This design comes from an exercise in tuning for small area and a short achievable clock period on the open sky130 flow, not from production work.
Where RTL was checked, it was by simulation tests only, not by an equivalence proof against the original.

Setup of birch:
// xgmii_rx_top
module xgmii_rx_top
#(
    parameter int MAX_FRAME_LEN = 1518
) (
    input  logic        clk,
    input  logic        inv_aresetn,
    input  logic [63:0] xgmii_data_i,
    input  logic [7:0]  xgmii_ctrl_i,
    output logic [63:0] axis_tdata_o,
    output logic [7:0]  axis_tkeep_o,
    output logic        axis_tvalid_o,
    output logic        axis_tlast_o,
    output logic        axis_tuser_o,
    output logic        stat_valid_o,
    output logic        stat_crc_ok_o,
    output logic [13:0] stat_len_o,
    output logic [3:0]  stat_size_o,
    output logic [31:0] good_frames_o,
    output logic [31:0] bad_frames_o
);
    logic [63:0] word;
    logic        word_start;
    logic [2:0]  check_lane;
    logic        crc_match;
    logic [10:0] words;
    logic [2:0]  len_lo;
    xgmii_frame_parser u_parser (
        .clk           (clk),
        .inv_aresetn   (inv_aresetn),
        .xgmii_data_i  (xgmii_data_i),
        .xgmii_ctrl_i  (xgmii_ctrl_i),
  ...
Size in the first run: about 1400 cells after synthesis, ~350 flip-flops, ~230 I/O pins, ~16000 µm² of cells after synthesis.
export LEC_CHECK = 0
export CAP_MARGIN = 20
export CORE_MARGIN = 2
export CORE_UTILIZATION = 55
export CTS_CLUSTER_DIAMETER = 120
export CTS_CLUSTER_SIZE = 25
export SLEW_MARGIN = 20
export SYNTH_HIERARCHICAL = 1
export BUFFER_PORTS_ARGS = -buffer_cell sky130_fd_sc_hd__buf_1
export SETUP_SLACK_MARGIN = 7.25
create_clock -name core_clock -period 10.5 [get_ports {clk}]
standard.sh (not shown) runs the stock make flow with config.mk's settings and CLKGATE_MAP_FILE= SYNTH_SCRIPT=/design/flow/synth_recipe.tcl, a recipe that flattens the netlist after the stock synthesis.
==> flow/flow/run.sh <==
#!/bin/bash
# Standard layout (settings from config.mk via config.mk) plus the settings
# in flow/extra.mk: plain buf_1 port buffers instead of the default
# delay-cell buffers, and a larger setup margin for timing repair.
set -e
cp config.mk config_in.log
cat flow/extra.mk >> config.mk
bash standard.sh > standard.log 2>&1
==> flow/flow/extra.mk <==
export BUFFER_PORTS_ARGS = -buffer_cell sky130_fd_sc_hd__buf_1
export SETUP_SLACK_MARGIN = 7.25
Input changes introduced in maple (baseline for comparison: birch):
--- a/flow/design.v
+++ b/flow/design.v
@@ -52,51 +52,53 @@
 );
     typedef enum logic [1:0] {
         ST_IDLE,
         ST_DATA,
         ST_TAIL
     } state_t;
     logic [63:0] data_mask;
-    logic        is_start;
-    logic [7:0]  is_term;
     logic [2:0]  term_lane;
+    logic        is_start;
+    logic [7:0]  term_at;
     logic        to_tail;
     always_comb begin
         for (int i = 0; i < xgmii_rx_pkg::LANES; i++) begin
-            data_mask[8*i +: 8] = {8{(i == 0 || i == 4 || !xgmii_ctrl_i[i]) && (i >= 4 || !to_tail)}};
-            is_term[i] = (xgmii_data_i[8*i +: 8] == xgmii_rx_pkg::XGMII_TERM);
+            data_mask[8*i +: 8] = {8{(i == 0 || !xgmii_ctrl_i[i]) && (i >= 4 || !to_tail)}};
         end
     end
-    assign is_start = (xgmii_ctrl_i == 8'h01) && (xgmii_data_i[7:0] == xgmii_rx_pkg::XGMII_START);
     always_comb begin
         term_lane = '0;
         for (int i = xgmii_rx_pkg::LANES - 1; i >= 0; i--) begin
             if (xgmii_ctrl_i[i]) begin
                 term_lane = 3'(i);
             end
         end
     end
-    logic [7:0]  w_ctrl8_q;
-    logic [7:0]  w_is_term_q;
+    assign is_start = (xgmii_ctrl_i == 8'h01) && (xgmii_data_i[7:0] == xgmii_rx_pkg::XGMII_START);
+    always_comb begin
+        for (int i = 0; i < xgmii_rx_pkg::LANES; i++) begin
+            term_at[i] = (xgmii_data_i[8*i +: 8] == xgmii_rx_pkg::XGMII_TERM) && ((xgmii_ctrl_i >> i) == (8'hFF >> i));
+        end
+    end
+    logic        w_ctrl_q;
     logic [2:0]  w_lane_q;
+    logic [7:0]  w_term_at_q;
+    logic        w_term_ok_q;
     logic        w_start_q;
     logic [63:0] w_data_q;
     logic [63:0] hold_q;
     always_ff @(posedge clk) begin
         w_data_q    <= xgmii_data_i & data_mask;
-        w_ctrl8_q   <= xgmii_ctrl_i;
-        w_is_term_q <= is_term;
+        w_ctrl_q    <= |xgmii_ctrl_i;
         w_lane_q    <= term_lane;
+        w_term_at_q <= term_at;
         w_start_q   <= is_start && !inv_aresetn;
         hold_q      <= w_data_q;
     end
-    logic        w_ctrl_q;
-    logic        w_term_ok_q;
-    assign w_ctrl_q    = |w_ctrl8_q;
-    assign w_term_ok_q = w_is_term_q[w_lane_q] && ((w_ctrl8_q >> w_lane_q) == (8'hFF >> w_lane_q));
+    assign w_term_ok_q  = w_term_at_q[w_lane_q];
     assign word_o       = w_data_q;
     assign word_start_o = w_start_q;
     state_t      state_q;
     state_t      state_d;
     logic        held_vld_q;
     logic        held_vld_d;
     logic [2:0]  tail_lane_q;
@@ -182,17 +184,17 @@
         axis_tlast_o <= tlast_d;
         words_q      <= words_d;
         cnt_inc_q    <= (state_q == ST_DATA) && !w_ctrl_q;
         cnt_first_q  <= !held_vld_q;
         cnt_zero_q   <= (state_q == ST_DATA) && w_ctrl_q && !held_vld_q;
         tail_lane_q  <= w_lane_q;
         tail_ok_q    <= w_term_ok_q;
-        axis_tuser_o <= tuser_d;
         if (tvalid_d && tlast_d) begin
-            len_lo_q <= len_lo_d;
+            axis_tuser_o <= tuser_d;
+            len_lo_q     <= len_lo_d;
         end
         if (inv_aresetn) begin
             state_q       <= ST_IDLE;
             held_vld_q    <= 1'b0;
             axis_tvalid_o <= 1'b0;
         end else begin
             state_q       <= state_d;
@@ -699,16 +701,16 @@
             for (int j = 1; j < 4; j++) begin
                 inc_toggle[4*k+j] = inc_toggle[4*k+j-1] & cnt[4*k+j-1];
             end
         end
     endfunction
     assign frame_len     = {words_i, len_lo_i};
     assign stat_len_o    = frame_len;
+    assign stat_crc_ok_o = tuser_i;
     always_ff @(posedge clk) begin
-        stat_crc_ok_o <= tuser_i;
         stat_size_o   <= classify(frame_len, tuser_i);
         if (inv_aresetn) begin
             stat_valid_o  <= 1'b0;
             good_frames_o <= '0;
             bad_frames_o  <= '0;
         end else begin
             stat_valid_o <= frame_end;
Findings:
Met1 wire length (lower): birch
Looking at maple and birch, the xor and xnor area share after synthesis is a wash.
From birch to maple the numbers moved as follows: sum of net half-perimeters after detailed placement has increased; final hold slack has increased.
Diff birch -> maple | number of vias after detailed routing | increase of 459
Area growth from synthesis to layout: lower on birch
Against birch, maple comes in 7 higher on total of plain and repair buffers excluding clock buffers.
Routed wire length: maple vs birch up about 9%
As far as clock tree buffer depth goes, birch and maple are indistinguishable; the numbers are identical.
No run of this note included a check of the RTL's function; only the layout flow was run.

* * *

== run R ==
Another version of the RTL of xgmii_rx_top (not shown whole).
Size in the first run: about 1500 cells after synthesis, ~350 flip-flops, ~230 I/O pins, about 16000 um2 of cells after synthesis.
==> module xgmii_frame_parser, before the edit <==
module xgmii_frame_parser
(
    input  logic        clk,
    input  logic        inv_aresetn,
    input  logic [63:0] xgmii_data_i,
    input  logic [7:0]  xgmii_ctrl_i,
    output logic [63:0] word_o,
    output logic        word_start_o,
    output logic [2:0]  check_lane_o,
    input  logic        crc_match_i,
    output logic [63:0] axis_tdata_o,
    output logic [7:0]  axis_tkeep_o,
    output logic        axis_tvalid_o,
    output logic        axis_tlast_o,
    output logic        axis_tuser_o,
    output logic [10:0] words_o,
    output logic [2:0]  len_lo_o
);
    typedef enum logic [1:0] {
        ST_IDLE,
        ST_DATA,
        ST_TAIL
    } state_t;
    logic [63:0] data_mask;
    logic        is_sfd_lane;
    logic [7:0]  is_term;
    logic [2:0]  term_lane;
    logic        to_tail;
    always_comb begin
        for (int i = 0; i < xgmii_rx_pkg::LANES; i++) begin
            data_mask[8*i +: 8] = {8{(i == 0 || i == 4 || !xgmii_ctrl_i[i]) && (i >= 4 || !to_tail)}};
            is_term[i] = (xgmii_data_i[8*i +: 8] == xgmii_rx_pkg::XGMII_TERM);
        end
    end
    assign is_sfd_lane = (xgmii_data_i[7:0] == xgmii_rx_pkg::XGMII_START) && !inv_aresetn;
    always_comb begin
        term_lane = '0;
        for (int i = xgmii_rx_pkg::LANES - 1; i >= 0; i--) begin
            if (xgmii_ctrl_i[i]) begin
                term_lane = 3'(i);
            end
        end
    end
    logic [7:0]  w_ctrl8_q;
    logic [7:0]  w_is_term_q;
    logic [2:0]  w_lane_q;
    logic        w_start_lane_q;
    logic        w_start_q;
    logic [63:0] w_data_q;
    logic [63:0] hold_q;
    always_ff @(posedge clk) begin
        w_data_q    <= xgmii_data_i & data_mask;
        w_ctrl8_q   <= xgmii_ctrl_i;
        w_is_term_q <= is_term;
        w_lane_q    <= to_tail ? w_lane_q : term_lane;
        w_start_lane_q <= is_sfd_lane;
        hold_q      <= w_data_q;
    end
    logic        w_ctrl_q;
    logic        w_term_ok_q;
    assign w_ctrl_q    = |w_ctrl8_q;
    assign w_start_q   = w_start_lane_q && (w_ctrl8_q == 8'h01);
    assign w_term_ok_q = w_is_term_q[w_lane_q] && ((w_ctrl8_q >> w_lane_q) == (8'hFF >> w_lane_q));
    assign word_o       = w_data_q;
    assign word_start_o = w_start_q;
    state_t      state_q;
    state_t      state_d;
    logic        held_vld_q;
    logic        held_vld_d;
    logic        tail_ok_q;
    logic [10:0] words_q;
    logic [10:0] words_d;
    logic [2:0]  len_lo_q;
    logic        cnt_inc_q;
    logic        cnt_first_q;
    logic        cnt_zero_q;
    logic        good;
    logic        tvalid_d;
    logic        tlast_d;
    logic [7:0]  tkeep_d;
    logic        tuser_d;
    logic [2:0]  len_lo_d;
    assign check_lane_o = w_lane_q;
    assign good         = crc_match_i && ((state_q == ST_TAIL) ? tail_ok_q : w_term_ok_q);
    assign to_tail      = (state_d == ST_TAIL);
    assign words_o  = words_q;
    assign len_lo_o = len_lo_q;
    always_comb begin
        state_d    = state_q;
        held_vld_d = held_vld_q;
        tvalid_d   = 1'b0;
        tlast_d    = 1'b0;
        tkeep_d    = 8'hFF;
        tuser_d    = good;
        len_lo_d   = 3'd4;
        case (state_q)
            ST_IDLE: begin
                if (w_start_q) begin
                    state_d    = ST_DATA;
                    held_vld_d = 1'b0;
                end
            end
            ST_DATA: begin
                if (!w_ctrl_q) begin
                    tvalid_d   = held_vld_q;
                    held_vld_d = 1'b1;
                end else begin
                    held_vld_d = 1'b0;
                    state_d    = ST_IDLE;
                    tvalid_d   = held_vld_q;
                    if (!w_term_ok_q) begin
                        tlast_d = 1'b1;
                    end else if (w_lane_q < 3'd4) begin
                        tlast_d = 1'b1;
                        tkeep_d  = 8'hFF >> (3'd4 - w_lane_q);
                        len_lo_d = w_lane_q;
                    end else if (w_lane_q == 3'd4) begin
                        tlast_d = 1'b1;
                    end else begin
                        state_d = ST_TAIL;
                    end
                end
            end
            ST_TAIL: begin
                tvalid_d   = 1'b1;
                tlast_d    = 1'b1;
                tkeep_d    = 8'hFF >> (4'd12 - {1'b0, w_lane_q});
                len_lo_d   = w_lane_q;
                held_vld_d = 1'b0;
                state_d    = w_start_q ? ST_DATA : ST_IDLE;
            end
            default: begin
                state_d = ST_IDLE;
            end
        endcase
    end
    always_comb begin
        if (cnt_inc_q) begin
            words_d = cnt_first_q ? 11'd1 : words_q + 11'd1;
        end else if (cnt_zero_q) begin
            words_d = '0;
        end else begin
            words_d = words_q;
        end
    end
    always_ff @(posedge clk) begin
        axis_tdata_o <= hold_q;
        axis_tkeep_o <= tkeep_d;
        axis_tlast_o <= tlast_d;
        words_q      <= words_d;
        cnt_inc_q    <= (state_q == ST_DATA) && !w_ctrl_q;
        cnt_first_q  <= !held_vld_q;
        cnt_zero_q   <= (state_q == ST_DATA) && w_ctrl_q && !held_vld_q;
        tail_ok_q    <= w_term_ok_q;
        axis_tuser_o <= tuser_d;
        if (tvalid_d && tlast_d) begin
            len_lo_q <= len_lo_d;
        end
        if (inv_aresetn) begin
            state_q       <= ST_IDLE;
            held_vld_q    <= 1'b0;
            axis_tvalid_o <= 1'b0;
        end else begin
            state_q       <= state_d;
            held_vld_q    <= held_vld_d;
            axis_tvalid_o <= tvalid_d;
        end
    end
endmodule
Settings: LEC_CHECK=0, CAP_MARGIN=20, CORE_MARGIN=2, CORE_UTILIZATION=55, CTS_CLUSTER_DIAMETER=120, CTS_CLUSTER_SIZE=25, SLEW_MARGIN=20, SYNTH_HIERARCHICAL=1, BUFFER_PORTS_ARGS=-buffer_cell sky130_fd_sc_hd__buf_1, SETUP_SLACK_MARGIN=7.25; clock period 10.5 ns.
Scripts as last shown in full above: flow/flow/run.sh, flow/flow/extra.mk
## Diff of input files: run M against run R
--- a/flow/design.v
+++ b/flow/design.v
@@ -104,12 +104,12 @@
     logic        tail_ok_q;
     logic [10:0] words_q;
     logic [10:0] words_d;
     logic [2:0]  len_lo_q;
     logic        cnt_inc_q;
-    logic        cnt_first_q;
-    logic        cnt_zero_q;
+    logic        cnt_clr_q;
+    logic [10:0] words_tgl;
     logic        good;
     logic        tvalid_d;
     logic        tlast_d;
     logic [7:0]  tkeep_d;
     logic        tuser_d;
@@ -167,26 +167,23 @@
                 state_d = ST_IDLE;
             end
         endcase
     end
     always_comb begin
-        if (cnt_inc_q) begin
-            words_d = cnt_first_q ? 11'd1 : words_q + 11'd1;
-        end else if (cnt_zero_q) begin
-            words_d = '0;
-        end else begin
-            words_d = words_q;
+        words_tgl[0] = cnt_inc_q;
+        for (int i = 1; i < 11; i++) begin
+            words_tgl[i] = words_tgl[i-1] & words_q[i-1];
         end
+        words_d = cnt_clr_q ? {10'd0, cnt_inc_q} : (words_q ^ words_tgl);
     end
     always_ff @(posedge clk) begin
         axis_tdata_o <= hold_q;
         axis_tkeep_o <= tkeep_d;
         axis_tlast_o <= tlast_d;
         words_q      <= words_d;
         cnt_inc_q    <= (state_q == ST_DATA) && !w_ctrl_q;
-        cnt_first_q  <= !held_vld_q;
-        cnt_zero_q   <= (state_q == ST_DATA) && w_ctrl_q && !held_vld_q;
+        cnt_clr_q    <= (state_q == ST_DATA) && !held_vld_q;
         tail_ok_q    <= w_term_ok_q;
         axis_tuser_o <= tuser_d;
         if (tvalid_d && tlast_d) begin
             len_lo_q <= len_lo_d;
         end
Notes after the runs:
Comparing run R with run M, the latest clock arrival within the worst-skew pair came out essentially unchanged. Run M against run R; routability congestion estimate is up by a few percent. Share of synthesized area spent on multiplexers across run M and run R: no real change. Between run M and run R, the placed standard-cell area is higher for run R. Summary of run M over run R: highest clock rate comparable; net count reported at finish saw a decrease. Compared with run R, run M shows a lower fraction of final layout cells sized beyond drive strength 1. Run M vs run R: synthesized cell count down in run M. From run R to run M the numbers moved as follows: number of gates resized after CTS went up, number of vias per cell went down. | overall die area | higher: run R |.
Function was not checked in any run of this note: the RTL went through the layout flow alone.

* * *

xgmii_rx_top, a different RTL version from the one above (not shown whole).
For scale: ~1400 cells after synthesis, ~350 flip-flops, roughly 230 I/O pins, roughly 15000 sq um of cells after synthesis.
==> module xgmii_frame_parser, before the edit <==
module xgmii_frame_parser
(
    input  logic        clk,
    input  logic        inv_aresetn,
    input  logic [63:0] xgmii_data_i,
    input  logic [7:0]  xgmii_ctrl_i,
    output logic [63:0] word_o,
    output logic        word_start_o,
    output logic [2:0]  check_lane_o,
    input  logic        crc_match_i,
    output logic [63:0] axis_tdata_o,
    output logic [7:0]  axis_tkeep_o,
    output logic        axis_tvalid_o,
    output logic        axis_tlast_o,
    output logic        axis_tuser_o,
    output logic [10:0] words_o,
    output logic [2:0]  len_lo_o
);
    typedef enum logic [1:0] {
        ST_IDLE,
        ST_DATA,
        ST_TAIL
    } state_t;
    logic [63:0] data_mask;
    logic        is_sfd_lane;
    logic [7:0]  is_term;
    logic [2:0]  term_lane;
    logic        to_tail;
    always_comb begin
        for (int i = 0; i < xgmii_rx_pkg::LANES; i++) begin
            data_mask[8*i +: 8] = {8{(i == 0 || i == 4 || !xgmii_ctrl_i[i]) && (i >= 4 || !to_tail)}};
            is_term[i] = (xgmii_data_i[8*i +: 8] == xgmii_rx_pkg::XGMII_TERM);
        end
    end
    assign is_sfd_lane = (xgmii_data_i[7:0] == xgmii_rx_pkg::XGMII_START) && !inv_aresetn;
    always_comb begin
        term_lane = '0;
        for (int i = xgmii_rx_pkg::LANES - 1; i >= 0; i--) begin
            if (xgmii_ctrl_i[i]) begin
                term_lane = 3'(i);
            end
        end
    end
    logic [7:0]  w_ctrl8_q;
    logic [7:0]  w_is_term_q;
    logic [2:0]  w_lane_q;
    logic        w_start_lane_q;
    logic        w_start_q;
    logic [63:0] w_data_q;
    logic [63:0] hold_q;
    always_ff @(posedge clk) begin
        w_data_q    <= xgmii_data_i & data_mask;
        w_ctrl8_q   <= xgmii_ctrl_i;
        w_is_term_q <= is_term;
        w_lane_q    <= to_tail ? w_lane_q : term_lane;
        w_start_lane_q <= is_sfd_lane;
        hold_q      <= w_data_q;
    end
    logic        w_ctrl_q;
    logic        w_term_ok_q;
    assign w_ctrl_q    = |w_ctrl8_q;
    assign w_start_q   = w_start_lane_q && (w_ctrl8_q == 8'h01);
    assign w_term_ok_q = w_is_term_q[w_lane_q] && ((w_ctrl8_q >> w_lane_q) == (8'hFF >> w_lane_q));
    assign word_o       = w_data_q;
    assign word_start_o = w_start_q;
    state_t      state_q;
    state_t      state_d;
    logic        held_vld_q;
    logic        held_vld_d;
    logic        tail_ok_q;
    logic [10:0] words_q;
    logic [10:0] words_d;
    logic [2:0]  len_lo_q;
    logic        cnt_inc_q;
    logic        cnt_clr_q;
    logic [10:0] words_tgl;
    logic        good;
    logic        tvalid_d;
    logic        tlast_d;
    logic [7:0]  tkeep_d;
    logic        tuser_d;
    logic [2:0]  len_lo_d;
    assign check_lane_o = w_lane_q;
    assign good         = crc_match_i && ((state_q == ST_TAIL) ? tail_ok_q : w_term_ok_q);
    assign to_tail      = (state_d == ST_TAIL);
    assign words_o  = words_q;
    assign len_lo_o = len_lo_q;
    always_comb begin
        state_d    = state_q;
        held_vld_d = held_vld_q;
        tvalid_d   = 1'b0;
        tlast_d    = 1'b0;
        tkeep_d    = 8'hFF;
        tuser_d    = good;
        len_lo_d   = 3'd4;
        case (state_q)
            ST_IDLE: begin
                if (w_start_q) begin
                    state_d    = ST_DATA;
                    held_vld_d = 1'b0;
                end
            end
            ST_DATA: begin
                if (!w_ctrl_q) begin
                    tvalid_d   = held_vld_q;
                    held_vld_d = 1'b1;
                end else begin
                    held_vld_d = 1'b0;
                    state_d    = ST_IDLE;
                    tvalid_d   = held_vld_q;
                    if (!w_term_ok_q) begin
                        tlast_d = 1'b1;
                    end else if (w_lane_q < 3'd4) begin
                        tlast_d = 1'b1;
                        tkeep_d  = 8'hFF >> (3'd4 - w_lane_q);
                        len_lo_d = w_lane_q;
                    end else if (w_lane_q == 3'd4) begin
                        tlast_d = 1'b1;
                    end else begin
                        state_d = ST_TAIL;
                    end
                end
            end
            ST_TAIL: begin
                tvalid_d   = 1'b1;
                tlast_d    = 1'b1;
                tkeep_d    = 8'hFF >> (4'd12 - {1'b0, w_lane_q});
                len_lo_d   = w_lane_q;
                held_vld_d = 1'b0;
                state_d    = w_start_q ? ST_DATA : ST_IDLE;
            end
            default: begin
                state_d = ST_IDLE;
            end
        endcase
    end
    always_comb begin
        words_tgl[0] = cnt_inc_q;
        for (int i = 1; i < 11; i++) begin
            words_tgl[i] = words_tgl[i-1] & words_q[i-1];
        end
        words_d = cnt_clr_q ? {10'd0, cnt_inc_q} : (words_q ^ words_tgl);
    end
    always_ff @(posedge clk) begin
        axis_tdata_o <= hold_q;
        axis_tkeep_o <= tkeep_d;
        axis_tlast_o <= tlast_d;
        words_q      <= words_d;
        cnt_inc_q    <= (state_q == ST_DATA) && !w_ctrl_q;
        cnt_clr_q    <= (state_q == ST_DATA) && !held_vld_q;
        tail_ok_q    <= w_term_ok_q;
        axis_tuser_o <= tuser_d;
        if (tvalid_d && tlast_d) begin
            len_lo_q <= len_lo_d;
        end
        if (inv_aresetn) begin
            state_q       <= ST_IDLE;
            held_vld_q    <= 1'b0;
            axis_tvalid_o <= 1'b0;
        end else begin
            state_q       <= state_d;
            held_vld_q    <= held_vld_d;
            axis_tvalid_o <= tvalid_d;
        end
    end
endmodule
export LEC_CHECK = 0
export CAP_MARGIN = 20
export CORE_MARGIN = 2
export CORE_UTILIZATION = 55
export CTS_CLUSTER_DIAMETER = 120
export CTS_CLUSTER_SIZE = 25
export SLEW_MARGIN = 20
export SYNTH_HIERARCHICAL = 1
export BUFFER_PORTS_ARGS = -buffer_cell sky130_fd_sc_hd__buf_1
export SETUP_SLACK_MARGIN = 7.25
create_clock -name core_clock -period 10.5 [get_ports {clk}]
Scripts as last shown in full above: flow/flow/run.sh, flow/flow/extra.mk
The baseline completed without violations.
Edit:
--- a/flow/design.v
+++ b/flow/design.v
@@ -54,49 +54,45 @@
         ST_IDLE,
         ST_DATA,
         ST_TAIL
     } state_t;
     logic [63:0] data_mask;
-    logic        is_sfd_lane;
-    logic [7:0]  is_term;
+    logic        is_start;
+    logic [7:0]  term_at;
     logic [2:0]  term_lane;
     logic        to_tail;
     always_comb begin
         for (int i = 0; i < xgmii_rx_pkg::LANES; i++) begin
             data_mask[8*i +: 8] = {8{(i == 0 || i == 4 || !xgmii_ctrl_i[i]) && (i >= 4 || !to_tail)}};
-            is_term[i] = (xgmii_data_i[8*i +: 8] == xgmii_rx_pkg::XGMII_TERM);
+            term_at[i] = (xgmii_data_i[8*i +: 8] == xgmii_rx_pkg::XGMII_TERM) && ((xgmii_ctrl_i >> i) == (8'hFF >> i));
         end
     end
-    assign is_sfd_lane = (xgmii_data_i[7:0] == xgmii_rx_pkg::XGMII_START) && !inv_aresetn;
+    assign is_start = (xgmii_ctrl_i == 8'h01) && (xgmii_data_i[7:0] == xgmii_rx_pkg::XGMII_START);
     always_comb begin
         term_lane = '0;
         for (int i = xgmii_rx_pkg::LANES - 1; i >= 0; i--) begin
             if (xgmii_ctrl_i[i]) begin
                 term_lane = 3'(i);
             end
         end
     end
-    logic [7:0]  w_ctrl8_q;
-    logic [7:0]  w_is_term_q;
+    logic        w_ctrl_q;
+    logic [7:0]  w_term_at_q;
     logic [2:0]  w_lane_q;
-    logic        w_start_lane_q;
     logic        w_start_q;
     logic [63:0] w_data_q;
     logic [63:0] hold_q;
     always_ff @(posedge clk) begin
         w_data_q    <= xgmii_data_i & data_mask;
-        w_ctrl8_q   <= xgmii_ctrl_i;
-        w_is_term_q <= is_term;
+        w_ctrl_q    <= |xgmii_ctrl_i;
+        w_term_at_q <= term_at;
         w_lane_q    <= to_tail ? w_lane_q : term_lane;
-        w_start_lane_q <= is_sfd_lane;
+        w_start_q   <= is_start && !inv_aresetn;
         hold_q      <= w_data_q;
     end
-    logic        w_ctrl_q;
     logic        w_term_ok_q;
-    assign w_ctrl_q    = |w_ctrl8_q;
-    assign w_start_q   = w_start_lane_q && (w_ctrl8_q == 8'h01);
-    assign w_term_ok_q = w_is_term_q[w_lane_q] && ((w_ctrl8_q >> w_lane_q) == (8'hFF >> w_lane_q));
+    assign w_term_ok_q  = w_term_at_q[w_lane_q];
     assign word_o       = w_data_q;
     assign word_start_o = w_start_q;
     state_t      state_q;
     state_t      state_d;
     logic        held_vld_q;
Final cell count came out lower slightly.
Setup slack degrades by 0.0097 ns.
Count of clock-buffer cells in the layout went down by 1.
Utilization fell by 0.38 points.
Sequential cell count shrinks by 7.
Wire length rose by a few percent.
Worst hold slack is worse by 0.0043 ns.
Via count decreases slightly.
Maximum frequency hardly moves.
Non-clock buffer count fell by 4.
Area after synthesis fell slightly.
No functional check of the RTL was part of the second run of this note.

[re-timing with driven ports]
The flow's constraints put no driver on any port. The routed layouts listed below were extracted and timed again, unchanged, in two steps. Step 1 assumes that a clkbuf_16 drives the clock port and a buf_2 every other input. Step 2 adds t to the input delays and takes it off the output delays; t is the mean of the earliest and latest rising clock arrival at the registers after step 1. Input paths then give back, and output paths get back, about the clock's delay inside the block. Three values: ideal, step 1, step 2; two values: the first two.
run | t (ns) | setup slack, ns | worst setup path after step 2 | clock arrival spread, ns | slew at the worst register clock pin (ns)
birch | 0.544 | 7.305 / 7.255 / 7.124 | input to register | 0.013 / 0.013 | 0.10 / 0.10
maple | 0.579 | 7.194 / 7.138 / 6.914 | input to register | 0.031 / 0.031 | 0.10 / 0.10
run R | 0.544 | 7.299 / 7.249 / 7.131 | input to register | 0.022 / 0.022 | 0.10 / 0.10
run M | 0.546 | 7.304 / 7.255 / 7.257 | input to register | 0.029 / 0.029 | 0.10 / 0.10
the first run of note 3 | 0.547 | 7.278 / 7.232 / 7.134 | input to register | 0.015 / 0.016 | 0.10 / 0.10
the second run of note 3 | 0.568 | 7.268 / 7.255 / 6.693 | input to register | 0.022 / 0.022 | 0.10 / 0.10
After both steps every run listed still meets setup and hold. The setup slack of the second run of note 3, which loses most, moves by -0.013 ns with the drivers and by -0.575 ns with both steps.
